Context: an optimization exercise on an open-source flow, tuned for small area, a short achievable clock period and few clock cycles. The choices shown serve that exercise and are no tape-out recipe. Function was checked by simulation only, so behaviour that the tests miss may differ from the original. Power figures rest on the tool's default switching activity, not on a simulated workload.

[design/flow/config.mk]
export PLATFORM = sky130hd
export DESIGN_NAME = ex_unit_top
export DESIGN_NICKNAME = ex_unit_top
export VERILOG_FILES = /design/flow/design.v
export SDC_FILE = /design/flow/constraint.sdc
export NUM_CORES = 4
export LEC_CHECK = 0
export CAP_MARGIN = 20
export CORE_MARGIN = 2
export CORE_UTILIZATION = 40
export SLEW_MARGIN = 20
[design/flow/run.sh]
#!/bin/bash
# synth_recipe.tcl (not shown) runs the flow's synth.tcl, then flattens the netlist and writes it again
# the make line also repeats each setting of config.mk as NAME=value (left out here)
make -C /OpenROAD-flow-scripts/flow DESIGN_CONFIG=/design/flow/config.mk WORK_HOME=/design/flow/orfs CLKGATE_MAP_FILE= SYNTH_SCRIPT=/design/flow/synth_recipe.tcl finish
[design/flow/design.v]
`default_nettype none
package rv_isa_pkg;
    localparam int xlen = 32;
    typedef logic [xlen-1:0] word_t;
    localparam int opc_lsb   = 0;
    localparam int f3_lsb    = 12;
    localparam int imm_u_lsb = 12;
    localparam int imm_i_lsb = 20;
    localparam int f7_lsb    = 25;
    localparam logic [6:0] opc_op     = 7'b0110011;
    localparam logic [6:0] opc_op_imm = 7'b0010011;
    localparam logic [6:0] opc_lui    = 7'b0110111;
    localparam logic [6:0] opc_op_fp  = 7'b1010011;
    localparam logic [6:0] f7_base = 7'b0000000;
    localparam logic [6:0] f7_alt  = 7'b0100000;
    localparam logic [6:0] f7_fadd = 7'b0000000;
    localparam logic [6:0] f7_fsub = 7'b0000100;
    localparam logic [2:0] f3_add  = 3'b000;
    localparam logic [2:0] f3_sub  = 3'b000;
    localparam logic [2:0] f3_sll  = 3'b001;
    localparam logic [2:0] f3_slt  = 3'b010;
    localparam logic [2:0] f3_sltu = 3'b011;
    localparam logic [2:0] f3_xor  = 3'b100;
    localparam logic [2:0] f3_srl  = 3'b101;
    localparam logic [2:0] f3_sra  = 3'b101;
    localparam logic [2:0] f3_or   = 3'b110;
    localparam logic [2:0] f3_and  = 3'b111;
endpackage
`default_nettype wire
`default_nettype none
package ex_ctrl_pkg;
    localparam int fp_exp_w = 8;
    localparam int fp_man_w = 23;
    localparam int fp_bias  = 127;
    typedef enum logic [1:0] {
        unit_none = 2'd0,
        unit_alu  = 2'd1,
        unit_fpu  = 2'd2
    } unit_e;
    typedef enum logic [3:0] {
        alu_add    = 4'd0,
        alu_sub    = 4'd1,
        alu_sll    = 4'd2,
        alu_slt    = 4'd3,
        alu_sltu   = 4'd4,
        alu_xor    = 4'd5,
        alu_srl    = 4'd6,
        alu_sra    = 4'd7,
        alu_or     = 4'd8,
        alu_and    = 4'd9,
        alu_pass_b = 4'd10
    } alu_op_e;
    typedef struct packed {
        unit_e   unit;
        alu_op_e alu_op;
        logic    fp_sub;
    } ex_ctrl_t;
endpackage
`default_nettype wire
`default_nettype none
module ex_decode (
    input  logic     clk,
    input  logic     rst,
    input  logic     launch,
    input  rv_isa_pkg::word_t     inst,
    input  rv_isa_pkg::word_t     rs1_data,
    input  rv_isa_pkg::word_t     rs2_data,
    input  rv_isa_pkg::word_t     frs1_data,
    input  rv_isa_pkg::word_t     frs2_data,
    output logic                  op_issue,
    output ex_ctrl_pkg::ex_ctrl_t op_ctrl,
    output rv_isa_pkg::word_t     op_a,
    output rv_isa_pkg::word_t     op_b
);
    logic [6:0] opcode;
    logic [2:0] funct3;
    logic [6:0] funct7;
    rv_isa_pkg::word_t      imm_i;
    rv_isa_pkg::word_t      imm_u;
    ex_ctrl_pkg::ex_ctrl_t   ctrl_d;
    rv_isa_pkg::word_t      op_a_d;
    rv_isa_pkg::word_t      op_b_d;
    assign opcode = inst[rv_isa_pkg::opc_lsb +: 7];
    assign funct3 = inst[rv_isa_pkg::f3_lsb +: 3];
    assign funct7 = inst[rv_isa_pkg::f7_lsb +: 7];
    assign imm_i = {{20{inst[rv_isa_pkg::xlen-1]}}, inst[rv_isa_pkg::imm_i_lsb +: 12]};
    assign imm_u = {inst[rv_isa_pkg::imm_u_lsb +: 20], 12'd0};
    always_comb begin
        ctrl_d = {ex_ctrl_pkg::unit_none, ex_ctrl_pkg::alu_add, 1'b0};
        op_a_d = rs1_data;
        op_b_d = rs2_data;
        case (opcode)
            rv_isa_pkg::opc_op: begin
                ctrl_d.unit = ex_ctrl_pkg::unit_alu;
                case ({funct7, funct3})
                    {rv_isa_pkg::f7_base, rv_isa_pkg::f3_add}:  ctrl_d.alu_op = ex_ctrl_pkg::alu_add;
                    {rv_isa_pkg::f7_alt,  rv_isa_pkg::f3_sub}:  ctrl_d.alu_op = ex_ctrl_pkg::alu_sub;
                    {rv_isa_pkg::f7_base, rv_isa_pkg::f3_sll}:  ctrl_d.alu_op = ex_ctrl_pkg::alu_sll;
                    {rv_isa_pkg::f7_base, rv_isa_pkg::f3_slt}:  ctrl_d.alu_op = ex_ctrl_pkg::alu_slt;
                    {rv_isa_pkg::f7_base, rv_isa_pkg::f3_sltu}: ctrl_d.alu_op = ex_ctrl_pkg::alu_sltu;
                    {rv_isa_pkg::f7_base, rv_isa_pkg::f3_xor}:  ctrl_d.alu_op = ex_ctrl_pkg::alu_xor;
                    {rv_isa_pkg::f7_base, rv_isa_pkg::f3_srl}:  ctrl_d.alu_op = ex_ctrl_pkg::alu_srl;
                    {rv_isa_pkg::f7_alt,  rv_isa_pkg::f3_sra}:  ctrl_d.alu_op = ex_ctrl_pkg::alu_sra;
                    {rv_isa_pkg::f7_base, rv_isa_pkg::f3_or}:   ctrl_d.alu_op = ex_ctrl_pkg::alu_or;
                    {rv_isa_pkg::f7_base, rv_isa_pkg::f3_and}:  ctrl_d.alu_op = ex_ctrl_pkg::alu_and;
                    default:            ctrl_d.unit   = ex_ctrl_pkg::unit_none;
                endcase
            end
            rv_isa_pkg::opc_op_imm: begin
                ctrl_d.unit = ex_ctrl_pkg::unit_alu;
                op_b_d      = imm_i;
                case (funct3)
                    rv_isa_pkg::f3_add:  ctrl_d.alu_op = ex_ctrl_pkg::alu_add;
                    rv_isa_pkg::f3_slt:  ctrl_d.alu_op = ex_ctrl_pkg::alu_slt;
                    rv_isa_pkg::f3_sltu: ctrl_d.alu_op = ex_ctrl_pkg::alu_sltu;
                    rv_isa_pkg::f3_xor:  ctrl_d.alu_op = ex_ctrl_pkg::alu_xor;
                    rv_isa_pkg::f3_or:   ctrl_d.alu_op = ex_ctrl_pkg::alu_or;
                    rv_isa_pkg::f3_and:  ctrl_d.alu_op = ex_ctrl_pkg::alu_and;
                    rv_isa_pkg::f3_sll: begin
                        ctrl_d.alu_op = ex_ctrl_pkg::alu_sll;
                        if (funct7 != rv_isa_pkg::f7_base) ctrl_d.unit = ex_ctrl_pkg::unit_none;
                    end
                    default: begin
                        ctrl_d.alu_op = (funct7 == rv_isa_pkg::f7_alt) ? ex_ctrl_pkg::alu_sra : ex_ctrl_pkg::alu_srl;
                        if (funct7 != rv_isa_pkg::f7_base && funct7 != rv_isa_pkg::f7_alt) begin
                            ctrl_d.unit = ex_ctrl_pkg::unit_none;
                        end
                    end
                endcase
            end
            rv_isa_pkg::opc_lui: begin
                ctrl_d.unit   = ex_ctrl_pkg::unit_alu;
                ctrl_d.alu_op = ex_ctrl_pkg::alu_pass_b;
                op_b_d        = imm_u;
            end
            rv_isa_pkg::opc_op_fp: begin
                op_a_d = frs1_data;
                op_b_d = frs2_data;
                if (funct7 == rv_isa_pkg::f7_fadd || funct7 == rv_isa_pkg::f7_fsub) begin
                    ctrl_d.unit   = ex_ctrl_pkg::unit_fpu;
                    ctrl_d.fp_sub = (funct7 == rv_isa_pkg::f7_fsub);
                end
            end
            default: ctrl_d.unit = ex_ctrl_pkg::unit_none;
        endcase
    end
    always_ff @(posedge clk or posedge rst) begin
        if (rst) begin
            op_issue <= 1'b0;
            op_ctrl  <= {ex_ctrl_pkg::unit_none, ex_ctrl_pkg::alu_add, 1'b0};
        end else begin
            op_issue <= launch;
            if (launch) op_ctrl <= ctrl_d;
        end
    end
    always_ff @(posedge clk) begin
        if (launch) begin
            op_a <= op_a_d;
            op_b <= op_b_d;
        end
    end
endmodule
`default_nettype wire
`default_nettype none
module int_alu (
    input  logic    clk,
    input  logic    rst,
    input  logic                  op_issue,
    input  ex_ctrl_pkg::ex_ctrl_t op_ctrl,
    input  rv_isa_pkg::word_t     op_a,
    input  rv_isa_pkg::word_t     op_b,
    output logic                  alu_valid,
    output rv_isa_pkg::word_t     alu_result
);
    rv_isa_pkg::word_t      res_d;
    logic [4:0] shamt;
    logic       take;
    assign shamt = op_b[4:0];
    assign take  = op_issue && (op_ctrl.unit == ex_ctrl_pkg::unit_alu);
    always_comb begin
        res_d = '0;
        case (op_ctrl.alu_op)
            ex_ctrl_pkg::alu_add:    res_d = op_a + op_b;
            ex_ctrl_pkg::alu_sub:    res_d = op_a - op_b;
            ex_ctrl_pkg::alu_sll:    res_d = op_a << shamt;
            ex_ctrl_pkg::alu_slt:    res_d[0] = $signed(op_a) < $signed(op_b);
            ex_ctrl_pkg::alu_sltu:   res_d[0] = op_a < op_b;
            ex_ctrl_pkg::alu_xor:    res_d = op_a ^ op_b;
            ex_ctrl_pkg::alu_srl:    res_d = op_a >> shamt;
            ex_ctrl_pkg::alu_sra:    res_d = $signed(op_a) >>> shamt;
            ex_ctrl_pkg::alu_or:     res_d = op_a | op_b;
            ex_ctrl_pkg::alu_and:    res_d = op_a & op_b;
            ex_ctrl_pkg::alu_pass_b: res_d = op_b;
            default:    res_d = '0;
        endcase
    end
    always_ff @(posedge clk or posedge rst) begin
        if (rst) begin
            alu_valid <= 1'b0;
        end else begin
            alu_valid <= take;
        end
    end
    always_ff @(posedge clk) begin
        if (take) alu_result <= res_d;
    end
endmodule
`default_nettype wire
`default_nettype none
module fp_adder (
    input  logic    clk,
    input  logic    rst,
    input  logic                  op_issue,
    input  ex_ctrl_pkg::ex_ctrl_t op_ctrl,
    input  rv_isa_pkg::word_t     op_a,
    input  rv_isa_pkg::word_t     op_b,
    output logic                  fp_valid,
    output rv_isa_pkg::word_t     fp_result
);
    localparam int exp_max = 2 * ex_ctrl_pkg::fp_bias + 1;
    localparam int lz_w    = $clog2(ex_ctrl_pkg::fp_man_w + 1);
    logic                sign_a, sign_b;
    logic [ex_ctrl_pkg::fp_exp_w-1:0] exp_a, exp_b;
    logic [ex_ctrl_pkg::fp_man_w:0]   man_a, man_b;
    logic                a_big;
    logic [ex_ctrl_pkg::fp_exp_w-1:0] big_exp, diff;
    logic [ex_ctrl_pkg::fp_man_w:0]   big_man, small_man;
    logic [ex_ctrl_pkg::fp_man_w+1:0] sum_d;
    logic                take;
    logic                s1_valid;
    logic                s1_sign;
    logic [ex_ctrl_pkg::fp_exp_w-1:0] s1_exp;
    logic [ex_ctrl_pkg::fp_man_w+1:0] s1_sum;
    logic [lz_w-1:0]     lz;
    logic [ex_ctrl_pkg::fp_man_w:0]   norm_man;
    logic [ex_ctrl_pkg::fp_exp_w+1:0] exp_n;
    rv_isa_pkg::word_t               res_d;
    assign take = op_issue && (op_ctrl.unit == ex_ctrl_pkg::unit_fpu);
    assign sign_a = op_a[rv_isa_pkg::xlen-1];
    assign sign_b = op_b[rv_isa_pkg::xlen-1] ^ op_ctrl.fp_sub;
    assign exp_a  = op_a[ex_ctrl_pkg::fp_man_w +: ex_ctrl_pkg::fp_exp_w];
    assign exp_b  = op_b[ex_ctrl_pkg::fp_man_w +: ex_ctrl_pkg::fp_exp_w];
    assign man_a  = (exp_a == '0) ? '0 : {1'b1, op_a[ex_ctrl_pkg::fp_man_w-1:0]};
    assign man_b  = (exp_b == '0) ? '0 : {1'b1, op_b[ex_ctrl_pkg::fp_man_w-1:0]};
    assign a_big     = {exp_a, man_a} >= {exp_b, man_b};
    assign big_exp   = a_big ? exp_a : exp_b;
    assign diff      = a_big ? exp_a - exp_b : exp_b - exp_a;
    assign big_man   = a_big ? man_a : man_b;
    assign small_man = (a_big ? man_b : man_a) >> diff;
    assign sum_d = (sign_a ^ sign_b) ? {1'b0, big_man} - {1'b0, small_man}
                                     : {1'b0, big_man} + {1'b0, small_man};
    always_ff @(posedge clk or posedge rst) begin
        if (rst) begin
            s1_valid <= 1'b0;
            fp_valid <= 1'b0;
        end else begin
            s1_valid <= take;
            fp_valid <= s1_valid;
        end
    end
    always_ff @(posedge clk) begin
        if (take) begin
            s1_sign <= a_big ? sign_a : sign_b;
            s1_exp  <= big_exp;
            s1_sum  <= sum_d;
        end
        if (s1_valid) fp_result <= res_d;
    end
    always_comb begin
        lz = '0;
        for (int i = 0; i <= ex_ctrl_pkg::fp_man_w; i++) begin
            if (s1_sum[i]) lz = lz_w'(ex_ctrl_pkg::fp_man_w - i);
        end
    end
    always_comb begin
        if (s1_sum[ex_ctrl_pkg::fp_man_w+1]) begin
            norm_man = s1_sum[ex_ctrl_pkg::fp_man_w+1:1];
            exp_n    = {2'b00, s1_exp} + 1'b1;
        end else begin
            norm_man = s1_sum[ex_ctrl_pkg::fp_man_w:0] << lz;
            exp_n    = {2'b00, s1_exp} - {{(ex_ctrl_pkg::fp_exp_w + 2 - lz_w){1'b0}}, lz};
        end
        if (s1_sum == '0 || exp_n[ex_ctrl_pkg::fp_exp_w+1] || exp_n == '0) begin
            res_d = '0;
        end else if (exp_n >= (ex_ctrl_pkg::fp_exp_w + 2)'(exp_max)) begin
            res_d = {s1_sign, {ex_ctrl_pkg::fp_exp_w{1'b1}}, {ex_ctrl_pkg::fp_man_w{1'b0}}};
        end else begin
            res_d = {s1_sign, exp_n[ex_ctrl_pkg::fp_exp_w-1:0], norm_man[ex_ctrl_pkg::fp_man_w-1:0]};
        end
    end
endmodule
`default_nettype wire
`default_nettype none
module ex_result (
    input  logic    clk,
    input  logic    rst,
    input  logic    req,
    output logic    launch,
    input  logic                  op_issue,
    input  ex_ctrl_pkg::ex_ctrl_t op_ctrl,
    input  logic                  alu_valid,
    input  logic                  fp_valid,
    input  rv_isa_pkg::word_t     alu_result,
    input  rv_isa_pkg::word_t     fp_result,
    output logic                  ack,
    output logic                  illegal,
    output rv_isa_pkg::word_t     result
);
    typedef enum logic [1:0] {
        st_idle = 2'd0,
        st_busy = 2'd1,
        st_done = 2'd2
    } state_e;
    state_e state;
    logic   bad_issue;
    assign bad_issue = op_issue && (op_ctrl.unit == ex_ctrl_pkg::unit_none);
    assign launch = (state == st_idle) && req;
    assign ack    = (state == st_done);
    always_ff @(posedge clk or posedge rst) begin
        if (rst) begin
            state <= st_idle;
        end else begin
            case (state)
                st_idle: if (req) state <= st_busy;
                st_busy: if (alu_valid || fp_valid || bad_issue) state <= st_done;
                st_done: if (!req) state <= st_idle;
                default: state <= st_idle;
            endcase
        end
    end
    always_ff @(posedge clk) begin
        if (state == st_busy) begin
            if (alu_valid) begin
                result  <= alu_result;
                illegal <= 1'b0;
            end else if (fp_valid) begin
                result  <= fp_result;
                illegal <= 1'b0;
            end else if (bad_issue) begin
                result  <= '0;
                illegal <= 1'b1;
            end
        end
    end
endmodule
`default_nettype wire
`default_nettype none
module ex_unit_top (
    input  logic  clk,
    input  logic  rst,
    input  logic  req,
    input  rv_isa_pkg::word_t inst,
    input  rv_isa_pkg::word_t rs1_data,
    input  rv_isa_pkg::word_t rs2_data,
    input  rv_isa_pkg::word_t frs1_data,
    input  rv_isa_pkg::word_t frs2_data,
    output logic  ack,
    output logic  illegal,
    output rv_isa_pkg::word_t result
);
    logic  launch;
    logic  alu_valid;
    logic  fp_valid;
    rv_isa_pkg::word_t alu_result;
    rv_isa_pkg::word_t fp_result;
    logic                  op_issue;
    ex_ctrl_pkg::ex_ctrl_t op_ctrl;
    rv_isa_pkg::word_t                 op_a;
    rv_isa_pkg::word_t                 op_b;
    ex_decode u_ex_decode (
        .clk       (clk),
        .rst       (rst),
        .launch    (launch),
        .inst      (inst),
        .rs1_data  (rs1_data),
        .rs2_data  (rs2_data),
        .frs1_data (frs1_data),
        .frs2_data (frs2_data),
        .op_issue  (op_issue),
        .op_ctrl   (op_ctrl),
        .op_a      (op_a),
        .op_b      (op_b)
    );
    int_alu u_int_alu (
        .clk        (clk),
        .rst        (rst),
        .op_issue   (op_issue),
        .op_ctrl    (op_ctrl),
        .op_a       (op_a),
        .op_b       (op_b),
        .alu_valid  (alu_valid),
        .alu_result (alu_result)
    );
    fp_adder u_fp_adder (
        .clk       (clk),
        .rst       (rst),
        .op_issue  (op_issue),
        .op_ctrl   (op_ctrl),
        .op_a      (op_a),
        .op_b      (op_b),
        .fp_valid  (fp_valid),
        .fp_result (fp_result)
    );
    ex_result u_ex_result (
        .clk        (clk),
        .rst        (rst),
        .req        (req),
        .launch     (launch),
        .op_issue   (op_issue),
        .op_ctrl    (op_ctrl),
        .alu_valid  (alu_valid),
        .fp_valid   (fp_valid),
        .alu_result (alu_result),
        .fp_result  (fp_result),
        .ack        (ack),
        .illegal    (illegal),
        .result     (result)
    );
endmodule
`default_nettype wire
[design/flow/constraint.sdc]
create_clock -name core_clock -period 11.0 [get_ports {clk}]
set_input_delay 2.2000 -clock core_clock [delete_from_list [all_inputs] [get_ports {clk}]]
set_output_delay 2.2000 -clock core_clock [all_outputs]
set_load 0.01 [all_outputs]
==> impl_metrics.csv <==
group,metric,value,unit
detailed_routing,drtPass1Iterations,6,
layout,fill_cells,5877,
clock_tree,clk-insertion-delay-late,0.55,ns
worst_setup_path,cp-end-kind,"register",
detailed_routing,wire_per_inst,26.5,µm
synthesis,synth_cell_type_count,103,
status,status,"finished clean",
synthesis,synth_area_leaders,"edfxtp_1, ha_1, mux2i_1",
timing,drv_slew,0,
timing,setup_viol,0,
timing,fin_crit_sh,0.905,
synthesis,yosysSeqAreaShare,0.260,
grt,gr-usage-all-layers,0.322,
worst_setup_path,cp_max_fo,31,
synthesis,async_reset_ff_frac,0.0625,
die,start_util,0.403,
flow_run,maxCapViolCount,0,
clock_tree,cts_buffers,24,
worst_setup_path,crit_arrival,10.23,ns
worst_setup_path,path_delay_family,"compound AO/OA/AOI/OAI gates",
die,die_area,61300,µm²
synthesis,syn_inst,2921,
clock_tree,ctsResizeCount,0,
worst_setup_path,critPathRequiredTime,11.28,ns
worst_setup_path,cp_num_buf_inv,4,
synthesis,synth_nets,3250,
worst_setup_path,cpPeakStageDelay,0.60,ns
min_path,hold_start,"u_fp_adder.fp_result[7]",
die,die_h,248,µm
power_and_ir_drop,power_density,63.6,nW/µm²
clock_tree,cts-root-buf,"clkbuf_16",
timing,tightest_slew,1.08,ns
layout,area_growth,14.3,%
synthesis,synthTopCellsByCount,"nor2_1, nand2_1, o21ai_0",
detailed_routing,antenna_left,0,
clock_tree,ctsHoldBuffers,0,
die,coreArea,58900,µm²
clock_tree,cts.clk_slew.worst_paths,0.06,ns
min_path,hold_class,"register to register",
detailed_routing,first_iter_violations,2710,
layout,fin_nets,3328,
synthesis,netlist.area_leader.share,0.247,
synthesis,synth_edf_count,195,
grt,grt_pass1_wl,148000,µm
clock_tree,postCtsSetupBuffers,0,
detailed_routing,drt_wl_total,100000,µm
detailed_routing,viasPerCell,6.32,
worst_setup_path,r2r_end,"u_fp_adder.s1_sum[22]",
grt,grt_pass1_vias,23100,
die,row_count,89,
timing,period_needed,9.95,ns
layout,layout-drive-gt1-share,0.0829,
layout,final-seq-area,6180,µm²
worst_setup_path,reg2reg_slack,1.05,ns
synthesis,ys_warn_count,4,
grt,grt_overflow_total,0,
synthesis,synth.cell_area,23700,µm²
layout,multi_input_area,16300,µm²
power_and_ir_drop,p_leak,10.6,nW
synthesis,synth_ff_type,"edfxtp_1",
grt,grt_start_max_net_pins,71,
timing,rsz0062_at_grt,"false",
layout,post-route-util,0.461,
clock_tree,cts_sinks,208,
synthesis,syn_avg_cell_area,8.13,µm²
die,io_pins,197,
placement,io_buffers,191,
detailed_routing,vias,24000,
placement,dpl.hpwl,77700,µm
timing,fmax,100,MHz
timing,finalSetupTns,0,ns
timing,finalHoldViolCount,0,
detailed_routing,drc,0,
placement,gp_congestion,0.993,
synthesis,synth_top_area_cell,"edfxtp_1",
worst_setup_path,startpoint_type,"register",
grt,antenna_found_initial,5,
timing,slew-limit-headroom,0.280,
worst_setup_path,path_class,"register to register",
clock_tree,tritoncts,"done",
timing,fin_skew,0.0143,ns
min_path,whs_endpoint,"u_ex_result.result[7]",
clock_tree,clk_path_buf_depth,3,
power_and_ir_drop,max-vdd-ir-drop,0.0000977,V
synthesis,synth_most_common_cell,"nor2_1",
worst_setup_path,slowest_stage,"or4b_2",
worst_setup_path,r2r_start,"u_ex_decode.op_a[30]",
die,dieWidth,248,µm
min_path,whs_path_depth,1,
synthesis,synth_seq_cells,208,
clock_tree,cts_htree_levels,1,
worst_setup_path,r2r_cells,34,
==> cell families (layout without fill, tap and decap cells) <==
family,after synthesis,count (layout),share of synthesized area
other,0,2,0
flip-flops,208,208,0.260
adder cells (fa/ha/maj),166,166,0.0894
AND/OR/NAND/NOR,960,960,0.188
XOR/XNOR,62,62,0.0238
buffers and inverters,342,438,0.0577
multiplexers,249,249,0.119
AO/OA/AOI/OAI,934,934,0.262
==> sequential cells by signal, indices dropped and copies added, names as in the netlist <==
name	cells
u_ex_result.illegal	1
u_ex_decode.op_b	32
u_fp_adder.fp_result	32
u_fp_adder.s1_exp	8
u_ex_decode.op_ctrl	7
u_fp_adder.s1_valid	1
u_ex_result.result	32
u_ex_result.state	2
u_int_alu.alu_result	32
u_ex_decode.op_issue	1
u_fp_adder.s1_sum	25
u_fp_adder.fp_valid	1
u_int_alu.alu_valid	1
u_ex_decode.op_a	32
u_fp_adder.s1_sign	1
==> cells in the final DEF, fill, tap and decap left out, drive strengths merged, types with 48 or more instances in the layout <==
cell / instances
edfxtp: 195
nor2: 315
a21oi: 207
clkdlybuf4s50: 191
o21ai: 240
nor3: 75
nand3: 115
nand2: 264
ha: 160
buf: 71
mux2i: 182
mux2: 48
inv: 133
==> where the power goes <==
part | internal [mW] | total [mW] | switching [mW]
Clock | 0.455 | 0.782 | 0.328
Combinational | 0.0613 | 0.0863 | 0.0250
Sequential | 0.857 | 0.857 | 0
Total | 1.37 | 1.73 | 0.353
==> routing by layer <==
layer	up-vias	routed length, µm	global-route usage
met5	-	29	0
met3	200	9700	0.0705
met2	1194	43500	0.500
met1	11500	41000	0.420
li1	11100	-	-
met4	4	6010	0.165
==> metrics by stage <==
step | hold WS (ns) | std cells | area (µm²) | power [mW] | setup WS (ns)
3_5_place_dp | 0.520 | 3746 | 26400 | 0.960 | 1.32
3_3_place_gp | 0.524 | 3745 | 26300 | 0.959 | 1.54
5_1_grt | 0.563 | 3790 | 27100 | 1.78 | 0.565
6_report | 0.525 | 3792 | 27100 | 1.73 | 1.05
2_1_floorplan | 0.470 | 2921 | 23700 | 0.896 | 2.68
4_1_cts | 0.530 | 3790 | 27100 | 1.75 | 1.29
==> layout make-up <==
| cell class | count | share of cell area |
|---|---|---|
| Clock inverter | 17 | 0.00636 |
| Timing Repair Buffer | 262 | 0.0903 |
| Inverter | 132 | 0.0183 |
| Sequential cell | 208 | 0.228 |
| Multi-Input combinational cell | 2371 | 0.599 |
| Clock buffer | 27 | 0.0225 |
| Antenna cell | 2 | 0.000184 |
| Tap cell | 773 | 0.0356 |
==> worst register-to-register path, delay by kind of cell (launching register included) <==
family | cells | cell delay (ns)
XOR/XNOR | 2 | 0.33
AND/OR/NAND/NOR | 11 | 2.58
adder cells (fa/ha/maj) | 2 | 0.65
buffers and inverters | 4 | 1.04
multiplexers | 1 | 0.58
AO/OA/AOI/OAI | 14 | 3.97
flip-flops | 1 | 0.53
==> worst max path at each step <==
stage	from	cells past startpoint	endpoint
floorplan	u_ex_decode.op_a[30]	36	u_fp_adder.s1_sum[24]
global placement	u_ex_decode.op_a[30]	35	u_fp_adder.s1_sum[22]
detailed placement	u_ex_decode.op_a[30]	34	u_fp_adder.s1_sum[24]
CTS	u_ex_decode.op_a[30]	34	u_fp_adder.s1_sum[22]
global route	u_ex_decode.op_a[30]	34	u_fp_adder.s1_sum[24]
finish	u_ex_decode.op_a[30]	34	u_fp_adder.s1_sum[22]
Testbench counts, summed over its fixed seeds: cycles 74,952.

[separate check: timing with driven ports]
The results above use ideal ports. As a check the final layout listed here was re-extracted and re-timed, cells and wires unchanged.
Step 1 sets driving cells, clkbuf_16 on the clock port and buf_2 on the other inputs (assumed; they add their load-dependent delay and slew).
Step 2 also shifts input and output timing later by t, the mid clock arrival at the registers, as if the neighbouring blocks saw the same clock.
a / b / c = ideal ports / drivers / drivers and shift; a / b = the first two.
t, ns: 0.599
setup slack, ns: 1.048 / 1.048 / 1.048
hold WS [ns]: 0.525 / 0.525 / 0.525
worst setup path after step 2: register to register
cell pins on the clock port's net: 1
After both steps this run still meets setup and hold. The setup slack of this run moves by 0.000 ns with the drivers and by 0.000 ns with both steps.
